This is an optimization exercise on Yosys and OpenROAD, whose aim is small area, a short achievable clock period and few clock cycles, not a production implementation. Function was checked by simulation only, so behaviour that the tests miss may differ from the original. Power is estimated from default activity; no workload was simulated.

**design.v**
```verilog
`timescale 1ns/1ps
`default_nettype none
package llc_pkg;
    localparam int LLC_SETS     = 16;
    localparam int LLC_WAYS     = 4;
    localparam int LLC_SET_BITS = 4;
    localparam int LLC_WAY_BITS = 2;
    localparam int LLC_TAG_BITS = 8;
    localparam int LINE_BITS    = 32;
    localparam int ADDR_BITS    = 12;
    typedef logic [ADDR_BITS-1:0]    line_addr_t;
    typedef logic [LLC_SET_BITS-1:0] llc_set_t;
    typedef logic [LLC_TAG_BITS-1:0] llc_tag_t;
    typedef logic [LLC_WAY_BITS-1:0] llc_way_t;
    typedef logic [LINE_BITS-1:0]    line_t;
    typedef logic [0:0] req_op_t;
    localparam req_op_t OP_READ  = 1'b0;
    localparam req_op_t OP_WRITE = 1'b1;
    typedef enum logic [1:0] {
        INVALID,
        VALID,
        DIRTY
    } llc_state_t;
    typedef enum logic [2:0] {
        DECODE,
        READ_MEM,
        LOOKUP,
        PROCESS,
        UPDATE
    } llc_core_state_t;
endpackage
`default_nettype wire
`timescale 1ns/1ps
`default_nettype none
module llc_input_decoder (
    input  wire logic       clk,
    input  wire logic       rst,
    input  wire logic       decode_en_i,
    input  wire logic       req_valid_i,
    input  wire llc_pkg::req_op_t    req_op_i,
    input  wire llc_pkg::line_addr_t req_addr_i,
    input  wire llc_pkg::line_t      req_line_i,
    input  wire logic       dma_req_valid_i,
    input  wire llc_pkg::req_op_t    dma_req_op_i,
    input  wire llc_pkg::line_addr_t dma_req_addr_i,
    input  wire llc_pkg::line_t      dma_req_line_i,
    output logic            req_ready_o,
    output logic            dma_req_ready_o,
    output logic            req_taken_o,
    output llc_pkg::req_op_t         cur_op_o,
    output llc_pkg::line_addr_t      cur_addr_o,
    output llc_pkg::line_t           cur_line_o,
    output logic            cur_is_dma_o
);
    assign req_ready_o     = decode_en_i & req_valid_i;
    assign dma_req_ready_o = decode_en_i & ~req_valid_i & dma_req_valid_i;
    assign req_taken_o     = req_ready_o | dma_req_ready_o;
    always_ff @(posedge clk or negedge rst) begin
        if (!rst) begin
            cur_op_o     <= llc_pkg::OP_READ;
            cur_is_dma_o <= 1'b0;
        end else if (req_taken_o) begin
            cur_op_o     <= req_ready_o ? req_op_i : dma_req_op_i;
            cur_is_dma_o <= dma_req_ready_o;
        end
    end
    always_ff @(posedge clk) begin
        if (req_taken_o) begin
            cur_addr_o <= req_ready_o ? req_addr_i : dma_req_addr_i;
            cur_line_o <= req_ready_o ? req_line_i : dma_req_line_i;
        end
    end
endmodule
`default_nettype wire
`timescale 1ns/1ps
`default_nettype none
module llc_localmem (
    input  wire logic       clk,
    input  wire logic       rst,
    input  wire logic       rd_en_i,
    input  wire llc_pkg::llc_set_t   rd_set_i,
    input  wire logic       wr_en_i,
    input  wire llc_pkg::llc_set_t   wr_set_i,
    input  wire llc_pkg::llc_way_t   wr_way_i,
    input  wire llc_pkg::llc_tag_t   wr_tag_i,
    input  wire llc_pkg::llc_state_t wr_state_i,
    input  wire llc_pkg::line_t      wr_line_i,
    input  wire logic       incr_evict_i,
    output llc_pkg::llc_tag_t [llc_pkg::LLC_WAYS-1:0]        rd_tag_o,
    output llc_pkg::llc_state_t [llc_pkg::LLC_WAYS-1:0]      rd_state_o,
    output llc_pkg::line_t [llc_pkg::LLC_WAYS-1:0]           rd_line_o,
    output llc_pkg::llc_way_t        rd_evict_way_o
);
    localparam int ENTRIES = llc_pkg::LLC_WAYS * llc_pkg::LLC_SETS;
    llc_pkg::llc_tag_t                          tag_mem [ENTRIES];
    llc_pkg::line_t                             line_mem [ENTRIES];
    llc_pkg::llc_state_t [ENTRIES-1:0]          state_mem;
    llc_pkg::llc_way_t [llc_pkg::LLC_SETS-1:0]  evict_ptr;
    always_ff @(posedge clk or negedge rst) begin
        if (!rst) begin
            evict_ptr <= '0;
            state_mem <= '0;
        end else begin
            if (wr_en_i) begin
                state_mem[{wr_way_i, wr_set_i}] <= wr_state_i;
            end
            if (incr_evict_i) begin
                evict_ptr[wr_set_i] <= llc_pkg::llc_way_t'(evict_ptr[wr_set_i] + 1'b1);
            end
        end
    end
    always_ff @(posedge clk) begin
        if (wr_en_i) begin
            tag_mem[{wr_way_i, wr_set_i}]  <= wr_tag_i;
            line_mem[{wr_way_i, wr_set_i}] <= wr_line_i;
        end
    end
    always_ff @(posedge clk) begin
        if (rd_en_i) begin
            for (int w = 0; w < llc_pkg::LLC_WAYS; w++) begin
                rd_tag_o[w]   <= tag_mem[{llc_pkg::llc_way_t'(w), rd_set_i}];
                rd_state_o[w] <= state_mem[{llc_pkg::llc_way_t'(w), rd_set_i}];
                rd_line_o[w]  <= line_mem[{llc_pkg::llc_way_t'(w), rd_set_i}];
            end
            rd_evict_way_o <= evict_ptr[rd_set_i];
        end
    end
endmodule
`default_nettype wire
`timescale 1ns/1ps
`default_nettype none
module llc_lookup_way (
    input  wire logic       clk,
    input  wire logic       rst,
    input  wire logic       lookup_en_i,
    input  wire llc_pkg::llc_tag_t   tag_i,
    input  wire llc_pkg::llc_tag_t [llc_pkg::LLC_WAYS-1:0]   rd_tag_i,
    input  wire llc_pkg::llc_state_t [llc_pkg::LLC_WAYS-1:0] rd_state_i,
    input  wire llc_pkg::llc_way_t   rd_evict_way_i,
    output logic            hit_o,
    output llc_pkg::llc_way_t        hit_way_o,
    output llc_pkg::llc_way_t        victim_way_o
);
    logic     hit;
    llc_pkg::llc_way_t hit_way;
    llc_pkg::llc_way_t victim_way;
    always_comb begin
        hit         = 1'b0;
        hit_way     = '0;
        victim_way  = rd_evict_way_i;
        for (int w = llc_pkg::LLC_WAYS - 1; w >= 0; w--) begin
            if (rd_state_i[w] != llc_pkg::INVALID && rd_tag_i[w] == tag_i) begin
                hit     = 1'b1;
                hit_way = llc_pkg::llc_way_t'(w);
            end
            if (rd_state_i[w] == llc_pkg::INVALID) begin
                victim_way  = llc_pkg::llc_way_t'(w);
            end
        end
    end
    always_ff @(posedge clk or negedge rst) begin
        if (!rst) begin
            hit_o        <= 1'b0;
            hit_way_o    <= '0;
            victim_way_o <= '0;
        end else if (lookup_en_i) begin
            hit_o        <= hit;
            hit_way_o    <= hit_way;
            victim_way_o <= victim_way;
        end
    end
endmodule
`default_nettype wire
`timescale 1ns/1ps
`default_nettype none
module llc_process_request (
    input  wire logic       clk,
    input  wire logic       rst,
    input  wire logic       process_en_i,
    input  wire llc_pkg::req_op_t    cur_op_i,
    input  wire llc_pkg::line_addr_t cur_addr_i,
    input  wire llc_pkg::line_t      cur_line_i,
    input  wire logic       cur_is_dma_i,
    input  wire logic       hit_i,
    input  wire llc_pkg::llc_way_t   hit_way_i,
    input  wire llc_pkg::llc_way_t   victim_way_i,
    input  wire llc_pkg::llc_tag_t [llc_pkg::LLC_WAYS-1:0]   rd_tag_i,
    input  wire llc_pkg::llc_state_t [llc_pkg::LLC_WAYS-1:0] rd_state_i,
    input  wire llc_pkg::line_t [llc_pkg::LLC_WAYS-1:0]      rd_line_i,
    input  wire logic       mem_req_ready_i,
    input  wire logic       mem_rsp_valid_i,
    input  wire llc_pkg::line_t      mem_rsp_line_i,
    input  wire logic       rsp_ready_i,
    input  wire logic       dma_rsp_ready_i,
    output logic            mem_req_valid_o,
    output llc_pkg::req_op_t         mem_req_op_o,
    output llc_pkg::line_addr_t      mem_req_addr_o,
    output llc_pkg::line_t           mem_req_line_o,
    output logic            mem_rsp_ready_o,
    output logic            rsp_valid_o,
    output llc_pkg::line_addr_t      rsp_addr_o,
    output llc_pkg::line_t           rsp_line_o,
    output logic            dma_rsp_valid_o,
    output llc_pkg::line_addr_t      dma_rsp_addr_o,
    output llc_pkg::line_t           dma_rsp_line_o,
    output logic            process_done_o,
    output logic            wr_en_o,
    output llc_pkg::llc_way_t        wr_way_o,
    output llc_pkg::llc_tag_t        wr_tag_o,
    output llc_pkg::llc_state_t      wr_state_o,
    output llc_pkg::line_t           wr_line_o,
    output logic            incr_evict_o
);
    typedef enum logic [2:0] {
        P_IDLE,
        P_WB,
        P_FETCH_REQ,
        P_FETCH_RSP,
        P_RESPOND,
        P_DONE
    } proc_state_t;
    proc_state_t p_state;
    llc_pkg::line_t       new_line;
    logic        is_write;
    logic        victim_dirty;
    logic        rsp_ready;
    llc_pkg::llc_set_t    cur_set;
    llc_pkg::llc_tag_t    cur_tag;
    assign is_write     = (cur_op_i == llc_pkg::OP_WRITE);
    assign victim_dirty = (rd_state_i[victim_way_i] == llc_pkg::DIRTY);
    assign rsp_ready    = cur_is_dma_i ? dma_rsp_ready_i : rsp_ready_i;
    assign cur_set      = cur_addr_i[llc_pkg::LLC_SET_BITS-1:0];
    assign cur_tag      = cur_addr_i[llc_pkg::ADDR_BITS-1 -: llc_pkg::LLC_TAG_BITS];
    always_ff @(posedge clk or negedge rst) begin
        if (!rst) begin
            p_state <= P_IDLE;
        end else begin
            case (p_state)
                P_IDLE: begin
                    if (process_en_i) begin
                        if (hit_i) begin
                            p_state <= P_RESPOND;
                        end else if (victim_dirty) begin
                            p_state <= P_WB;
                        end else begin
                            p_state <= is_write ? P_RESPOND : P_FETCH_REQ;
                        end
                    end
                end
                P_WB: begin
                    if (mem_req_ready_i) begin
                        p_state <= is_write ? P_RESPOND : P_FETCH_REQ;
                    end
                end
                P_FETCH_REQ: begin
                    if (mem_req_ready_i) begin
                        p_state <= P_FETCH_RSP;
                    end
                end
                P_FETCH_RSP: begin
                    if (mem_rsp_valid_i) begin
                        p_state <= P_RESPOND;
                    end
                end
                P_RESPOND: begin
                    if (rsp_ready) begin
                        p_state <= P_DONE;
                    end
                end
                default: begin
                    p_state <= P_IDLE;
                end
            endcase
        end
    end
    always_ff @(posedge clk) begin
        if (p_state == P_IDLE && process_en_i) begin
            new_line <= is_write ? cur_line_i : rd_line_i[hit_way_i];
        end else if (p_state == P_FETCH_RSP && mem_rsp_valid_i) begin
            new_line <= mem_rsp_line_i;
        end
    end
    assign mem_req_valid_o = (p_state == P_WB) || (p_state == P_FETCH_REQ);
    assign mem_req_op_o    = (p_state == P_WB) ? llc_pkg::OP_WRITE : llc_pkg::OP_READ;
    assign mem_req_addr_o  = (p_state == P_WB) ? {rd_tag_i[victim_way_i], cur_set} : cur_addr_i;
    assign mem_req_line_o  = rd_line_i[victim_way_i];
    assign mem_rsp_ready_o = (p_state == P_FETCH_RSP);
    assign rsp_valid_o     = (p_state == P_RESPOND) && !cur_is_dma_i;
    assign dma_rsp_valid_o = (p_state == P_RESPOND) && cur_is_dma_i;
    assign rsp_addr_o      = cur_addr_i;
    assign dma_rsp_addr_o  = cur_addr_i;
    assign rsp_line_o      = new_line;
    assign dma_rsp_line_o  = new_line;
    assign process_done_o  = (p_state == P_RESPOND) && rsp_ready;
    assign wr_en_o    = is_write || !hit_i;
    assign wr_way_o   = hit_i ? hit_way_i : victim_way_i;
    assign wr_tag_o   = cur_tag;
    assign wr_line_o  = new_line;
    assign wr_state_o = is_write ? llc_pkg::DIRTY : (hit_i ? rd_state_i[hit_way_i] : llc_pkg::VALID);
    assign incr_evict_o = !hit_i && (rd_state_i[victim_way_i] != llc_pkg::INVALID);
endmodule
`default_nettype wire
`timescale 1ns/1ps
`default_nettype none
module llc_core (
    input  wire logic       clk,
    input  wire logic       rst,
    input  wire logic       req_valid_i,
    output logic            req_ready_o,
    input  wire llc_pkg::req_op_t    req_op_i,
    input  wire llc_pkg::line_addr_t req_addr_i,
    input  wire llc_pkg::line_t      req_line_i,
    input  wire logic       dma_req_valid_i,
    output logic            dma_req_ready_o,
    input  wire llc_pkg::req_op_t    dma_req_op_i,
    input  wire llc_pkg::line_addr_t dma_req_addr_i,
    input  wire llc_pkg::line_t      dma_req_line_i,
    input  wire logic       mem_rsp_valid_i,
    output logic            mem_rsp_ready_o,
    input  wire llc_pkg::line_t      mem_rsp_line_i,
    output logic            rsp_valid_o,
    input  wire logic       rsp_ready_i,
    output llc_pkg::line_addr_t      rsp_addr_o,
    output llc_pkg::line_t           rsp_line_o,
    output logic            dma_rsp_valid_o,
    input  wire logic       dma_rsp_ready_i,
    output llc_pkg::line_addr_t      dma_rsp_addr_o,
    output llc_pkg::line_t           dma_rsp_line_o,
    output logic            mem_req_valid_o,
    input  wire logic       mem_req_ready_i,
    output llc_pkg::req_op_t         mem_req_op_o,
    output llc_pkg::line_addr_t      mem_req_addr_o,
    output llc_pkg::line_t           mem_req_line_o
);
    llc_pkg::llc_core_state_t state;
    llc_pkg::llc_core_state_t next_state;
    logic       decode_en;
    logic       rd_en;
    logic       lookup_en;
    logic       process_en;
    logic       update_en;
    logic       req_taken;
    logic       process_done;
    llc_pkg::req_op_t    cur_op;
    llc_pkg::line_addr_t cur_addr;
    llc_pkg::line_t      cur_line;
    logic       cur_is_dma;
    llc_pkg::llc_set_t   cur_set;
    llc_pkg::llc_tag_t   cur_tag;
    llc_pkg::llc_tag_t [llc_pkg::LLC_WAYS-1:0]   rd_tag;
    llc_pkg::llc_state_t [llc_pkg::LLC_WAYS-1:0] rd_state;
    llc_pkg::line_t [llc_pkg::LLC_WAYS-1:0]      rd_line;
    llc_pkg::llc_way_t   rd_evict_way;
    logic       hit;
    llc_pkg::llc_way_t   hit_way;
    llc_pkg::llc_way_t   victim_way;
    logic       wr_en;
    llc_pkg::llc_way_t   wr_way;
    llc_pkg::llc_tag_t   wr_tag;
    llc_pkg::llc_state_t wr_state;
    llc_pkg::line_t      wr_line;
    logic       incr_evict;
    always_ff @(posedge clk or negedge rst) begin
        if (!rst) begin
            state <= llc_pkg::DECODE;
        end else begin
            state <= next_state;
        end
    end
    always_comb begin
        next_state = state;
        case (state)
            llc_pkg::DECODE:   if (req_taken) next_state = llc_pkg::READ_MEM;
            llc_pkg::READ_MEM: next_state = llc_pkg::LOOKUP;
            llc_pkg::LOOKUP:   next_state = llc_pkg::PROCESS;
            llc_pkg::PROCESS:  if (process_done) next_state = llc_pkg::UPDATE;
            default:  next_state = llc_pkg::DECODE;
        endcase
    end
    assign decode_en  = (state == llc_pkg::DECODE);
    assign rd_en      = (state == llc_pkg::READ_MEM);
    assign lookup_en  = (state == llc_pkg::LOOKUP);
    assign process_en = (state == llc_pkg::PROCESS);
    assign update_en  = (state == llc_pkg::UPDATE);
    assign cur_set = cur_addr[llc_pkg::LLC_SET_BITS-1:0];
    assign cur_tag = cur_addr[llc_pkg::ADDR_BITS-1 -: llc_pkg::LLC_TAG_BITS];
    llc_input_decoder i_input_decoder (
        .clk             (clk),
        .rst             (rst),
        .decode_en_i     (decode_en),
        .req_valid_i     (req_valid_i),
        .req_op_i        (req_op_i),
        .req_addr_i      (req_addr_i),
        .req_line_i      (req_line_i),
        .dma_req_valid_i (dma_req_valid_i),
        .dma_req_op_i    (dma_req_op_i),
        .dma_req_addr_i  (dma_req_addr_i),
        .dma_req_line_i  (dma_req_line_i),
        .req_ready_o     (req_ready_o),
        .dma_req_ready_o (dma_req_ready_o),
        .req_taken_o     (req_taken),
        .cur_op_o        (cur_op),
        .cur_addr_o      (cur_addr),
        .cur_line_o      (cur_line),
        .cur_is_dma_o    (cur_is_dma)
    );
    llc_localmem i_localmem (
        .clk            (clk),
        .rst            (rst),
        .rd_en_i        (rd_en),
        .rd_set_i       (cur_set),
        .wr_en_i        (update_en & wr_en),
        .wr_set_i       (cur_set),
        .wr_way_i       (wr_way),
        .wr_tag_i       (wr_tag),
        .wr_state_i     (wr_state),
        .wr_line_i      (wr_line),
        .incr_evict_i   (update_en & incr_evict),
        .rd_tag_o       (rd_tag),
        .rd_state_o     (rd_state),
        .rd_line_o      (rd_line),
        .rd_evict_way_o (rd_evict_way)
    );
    llc_lookup_way i_lookup_way (
        .clk            (clk),
        .rst            (rst),
        .lookup_en_i    (lookup_en),
        .tag_i          (cur_tag),
        .rd_tag_i       (rd_tag),
        .rd_state_i     (rd_state),
        .rd_evict_way_i (rd_evict_way),
        .hit_o          (hit),
        .hit_way_o      (hit_way),
        .victim_way_o   (victim_way)
    );
    llc_process_request i_process_request (
        .clk             (clk),
        .rst             (rst),
        .process_en_i    (process_en),
        .cur_op_i        (cur_op),
        .cur_addr_i      (cur_addr),
        .cur_line_i      (cur_line),
        .cur_is_dma_i    (cur_is_dma),
        .hit_i           (hit),
        .hit_way_i       (hit_way),
        .victim_way_i    (victim_way),
        .rd_tag_i        (rd_tag),
        .rd_state_i      (rd_state),
        .rd_line_i       (rd_line),
        .mem_req_ready_i (mem_req_ready_i),
        .mem_rsp_valid_i (mem_rsp_valid_i),
        .mem_rsp_line_i  (mem_rsp_line_i),
        .rsp_ready_i     (rsp_ready_i),
        .dma_rsp_ready_i (dma_rsp_ready_i),
        .mem_req_valid_o (mem_req_valid_o),
        .mem_req_op_o    (mem_req_op_o),
        .mem_req_addr_o  (mem_req_addr_o),
        .mem_req_line_o  (mem_req_line_o),
        .mem_rsp_ready_o (mem_rsp_ready_o),
        .rsp_valid_o     (rsp_valid_o),
        .rsp_addr_o      (rsp_addr_o),
        .rsp_line_o      (rsp_line_o),
        .dma_rsp_valid_o (dma_rsp_valid_o),
        .dma_rsp_addr_o  (dma_rsp_addr_o),
        .dma_rsp_line_o  (dma_rsp_line_o),
        .process_done_o  (process_done),
        .wr_en_o         (wr_en),
        .wr_way_o        (wr_way),
        .wr_tag_o        (wr_tag),
        .wr_state_o      (wr_state),
        .wr_line_o       (wr_line),
        .incr_evict_o    (incr_evict)
    );
endmodule
`default_nettype wire
```
**run.sh**
```bash
#!/bin/bash
# synth_recipe.tcl (not shown) runs the flow's synth.tcl, then flattens the netlist and writes it again
# the make line also repeats each setting of config.mk as NAME=value (left out here)
make -C /OpenROAD-flow-scripts/flow DESIGN_CONFIG=/design/flow/config.mk WORK_HOME=/design/flow/orfs CLKGATE_MAP_FILE= SYNTH_SCRIPT=/design/flow/synth_recipe.tcl finish
```
**config.mk**
```make
export PLATFORM = sky130hd
export DESIGN_NAME = llc_core
export DESIGN_NICKNAME = llc_core
export VERILOG_FILES = /design/flow/design.v
export SDC_FILE = /design/flow/constraint.sdc
export NUM_CORES = 4
export LEC_CHECK = 0
export CAP_MARGIN = 20
export CORE_MARGIN = 2
export CORE_UTILIZATION = 45
export SLEW_MARGIN = 20
```
**constraint.sdc**
```tcl
create_clock -name core_clock -period 5.0 [get_ports {clk}]
set_input_delay 1.0000 -clock core_clock [delete_from_list [all_inputs] [get_ports {clk}]]
set_output_delay 1.0000 -clock core_clock [all_outputs]
set_load 0.01 [all_outputs]
```
==> results_dict.tcl <==
set metrics [dict create \
    dpl-instance-area_um2 126000 \
    cts_buffers 315 \
    timing_worst_slew_pin_value_ns 1.28 \
    final-seq-area_um2 88600 \
    clk_pin_slew_ns 0.06 \
    synthAdderAreaFrac 0.000318 \
    synth_async_sr_flop_share 0.0581 \
    seq_area_frac_synth 0.751 \
    fin_area_um2 136000 \
    internal_power_uw 46400 \
    initial_utilization 0.451 \
    synth_top_cell_by_area "edfxtp_1" \
    r2r_cells 7 \
    dr.pass1.iters 7 \
    synth_fp_nets 7145 \
    path_class "flop to primary output" \
    final_layout_size_suffix_gt1_frac 0.180 \
    p_seq_frac 0.497 \
    hold_viol_final 0 \
    finalWeightedCongestion 0.901 \
    drc 0 \
    yosysWarnings 5 \
    rows 188 \
    area_growth_syn_to_layout_pct 15.1 \
    ir_drop_mv 0.400 \
    grt_pass1_vias 68274 \
    outcome "finished clean" \
    dp_hpwl_mm 235 \
    finClkSkew_ns 0.0723 \
    pre_cts_slack_ns 1.21 \
    hold_path_class "input pin to async pin" \
    cts_sinks 2979 \
    cts_tree "built" \
    critPathLaunchType "flop" \
    cap_violations 0 \
    clock_latency_ns 0.94 \
    power_switching_uw 17800 \
    synth_seq_cells 2979 \
    wl_per_cell_um 37.2 \
    portBuffers 268 \
    synthMuxAreaShare 0.102 \
    rsz0062_at_grt "no" \
    syn_area_um2 118000 \
    synth_edf_count 2806 \
    setup-violations-final 0 \
    setup_ws_ns 0.407 \
    fp.dieH_um 516 \
    slew-limit-headroom 0.140 \
    grt_pass1_wl_mm 564 \
    leakagePower_uw 0.0448 \
    fin_nets 7535 \
    via_per_inst 6.49 \
    crit_path_end_kind "primary output" \
    worstPathArrival_ns 3.59 \
    clockPowerShare 0.349 \
    post_cts_resized 0 \
    max_freq_mhz 218 \
    power_density_nw_per_um2 472 \
    synth_top_area_frac 0.714 \
    worstPathMaxFanout 36 \
    clock_path_buffers 4 \
    synthFlopType "edfxtp_1" \
    grt_overflow_total 0 \
    synth_simple_gate_area_frac 0.0325 \
    grt_max_degree 129 \
    period_share 0.919 \
    synth_top_family_by_area "multiplexers" \
    yosys-top-cells-area "edfxtp_1 (71%), mux2i_1 (4.2%), dfrtp_1 (3.7%), mux2_2 (3.0%), mux4_2 (3.0%)" \
    cts_setup_buffers 0 \
    cts-root-buf "clkbuf_16" \
    p_sw_frac 0.277 \
    combPwrFrac 0.155 \
    antenna_left 0 \
    htreeDepth 5 \
    coreArea_um2 262000 \
    multiInputGateArea_um2 27400 \
    ys_types 74 \
    routed_wl_mm 415 \
    avgSynthCellArea_um2 16.8 \
    antenna_found_initial 20 \
    final_max_slew_viol_count 0 \
    cts_hold_buf 0 \
    die_w_um 516 \
    drt_iter0_drc 11482 \
    track_usage 0.307 \
    fillers 21205 \
    ios 269 \
    synth_xor_area_frac 0.00267 \
    vias 72252 \
    dieArea_um2 266000 \
    period_needed_ns 4.59 \
    syn_inst 7012 \
    cp_data_required_time_ns 4.00 \
    synth_compound_area_frac 0.0886 \
]
-- critical path, cell delays in order, from the launching register on --
cell	delay, ns
dfrtp_4	1.10
buf_4	0.41
mux4_2	0.56
clkdlybuf4s50_1	0.51
-- routing by layer --
metal	GRT usage	share of wire
met5	0	0.00011
met4	0.133	0.051
met3	0.0743	0.13
met2	0.467	0.45
met1	0.420	0.38
-- flip-flops by register name, indices dropped and copies added, names as in the netlist, 2 cells and up --
signal and cells:
i_localmem.line_mem 2048, i_localmem.tag_mem 512, i_localmem.rd_line_o 128, i_localmem.state_mem 128, i_input_decoder.cur_line_o 32, i_localmem.evict_ptr 32, i_localmem.rd_tag_o 32, i_process_request.new_line 32
i_input_decoder.cur_addr_o 12, i_localmem.rd_state_o 8, i_process_request.p_state 3, state 3, i_localmem.rd_evict_way_o 2, i_lookup_way.hit_way_o 2, i_lookup_way.victim_way_o 2
-- synthesized netlist by cell type (10+ instances only) --
master / n
xnor2_1: 28
buf_1: 35
a2111oi_0: 18
nor3_1: 22
a221oi_1: 174
o221ai_1: 30
a211oi_1: 24
a221o_1: 42
buf_2: 136
mux2i_1: 498
buf_4: 106
a21oi_1: 443
o32ai_1: 11
o21ai_0: 348
o22a_1: 17
a22o_1: 79
clkbuf_1: 219
nor2_1: 476
mux2_2: 314
o211ai_1: 38
buf_6: 15
a22oi_1: 126
o221a_2: 41
nand2b_1: 16
mux4_2: 157
o22ai_1: 26
a31oi_1: 40
nand2_1: 349
nand3_1: 30
a2111oi_2: 10
dfrtp_1: 173
a222oi_1: 25
edfxtp_1: 2806
-- cells by family after synthesis --
family	after synthesis
multiplexers	970
buffers and inverters	524
adder cells (fa/ha/maj)	3
AO/OA/AOI/OAI	1554
flip-flops	2979
AND/OR/NAND/NOR	946
XOR/XNOR	36
-- through the flow --
| stage | instances | util | setup TNS [ns] | hold slack (ns) | total power (uW) |
|---|---|---|---|---|---|
| CTS | 11133 | 0.519 | 0 | 0.233 | 64100 |
| detailed placement | 10599 | 0.483 | 0 | 0.469 | 42100 |
| finish | 11139 | 0.519 | 0 | 0.211 | 64100 |
| global placement | 10597 | 0.482 | 0 | 0.461 | 42000 |
| floorplan | 7012 | - | -39.36 | 0.446 | 36600 |
| global route | 11136 | 0.519 | 0 | 0.250 | 65700 |
-- layout by cell type (no fill, tap or decap), types with 126 or more instances in the layout --
cell type and count:
a21oi_1 442, mux2i_1 498, a221oi_1 174, clkdlybuf4s50_1 267, edfxtp_1 2806, a22oi_1 126, clkbuf_16 324, buf_4 265
nor2_1 404, mux2_2 314, dfrtp_1 167, o21ai_0 348, nand2_1 346, mux4_2 157
-- final timing paths --
check	start	slack, ns	endpoint
worst max-delay path	i_lookup_way.victim_way_o[0]$_DFFE_PN0N_	0.41	mem_req_line_o[21]
worst min-delay path	rst	0.21	i_localmem.state_mem[42]$_DFFE_PN0P_
worst max register to register	i_input_decoder.cur_addr_o[2]$_DFFE_PP_	0.96	i_localmem.rd_line_o[125]$_DFFE_PP_
worst min register to register	i_localmem.state_mem[75]$_DFFE_PN0P_	0.48	i_localmem.state_mem[75]$_DFFE_PN0P_
max in group asynchronous	rst	3.69	i_lookup_way.victim_way_o[0]$_DFFE_PN0N_
min in group core_clock	i_localmem.state_mem[75]$_DFFE_PN0P_	0.48	i_localmem.state_mem[75]$_DFFE_PN0P_
-- power by group through the flow --
stage	clock network [uW]	logic, uW	registers [uW]
finish	22400	9940	31900
global route	23400	10400	31900
CTS	22500	9790	31900
detailed placement	0	9760	32400
global placement	0	9590	32400
floorplan	0	3920	32700
-- cell type report --
cell class	count	area share
flip-flops and latches	2979	0.652
multi-input cells	3509	0.202
clock buffers	389	0.0618
repair buffers	589	0.0427
well taps	3515	0.0324
clock inverters	145	0.00885
inverters	8	0.000350
diodes	5	0.0000921
Testbench counts, summed over its fixed seeds: cycles 94,582.

==> static timing again, ports no longer ideal <==
In the flow no input, the clock included, has a driving cell. The finished layout below was timed again as built, in two steps.
Step 1 sets driving cells, clkbuf_16 on the clock port and buf_2 on the other inputs (assumed; they add their load-dependent delay and slew).
Step 2, shift: input delay + t, output delay - t, t = (earliest + latest rising clock arrival at the registers) / 2. This alone moves slack from input paths to output paths.
a / b / c = ideal ports / drivers / drivers and shift; a / b = the first two.
t, ns: 1.020
setup WS [ns]: 0.407 / 0.299 / 0.956
worst setup path at the end: register to register
slew at the worst register clock pin (ns): 0.07 / 0.07
pins driven straight from the clock port: 1
After both steps setup and hold are still met in this run. The setup slack of this run moves by -0.108 ns with the drivers and by +0.549 ns with both steps.
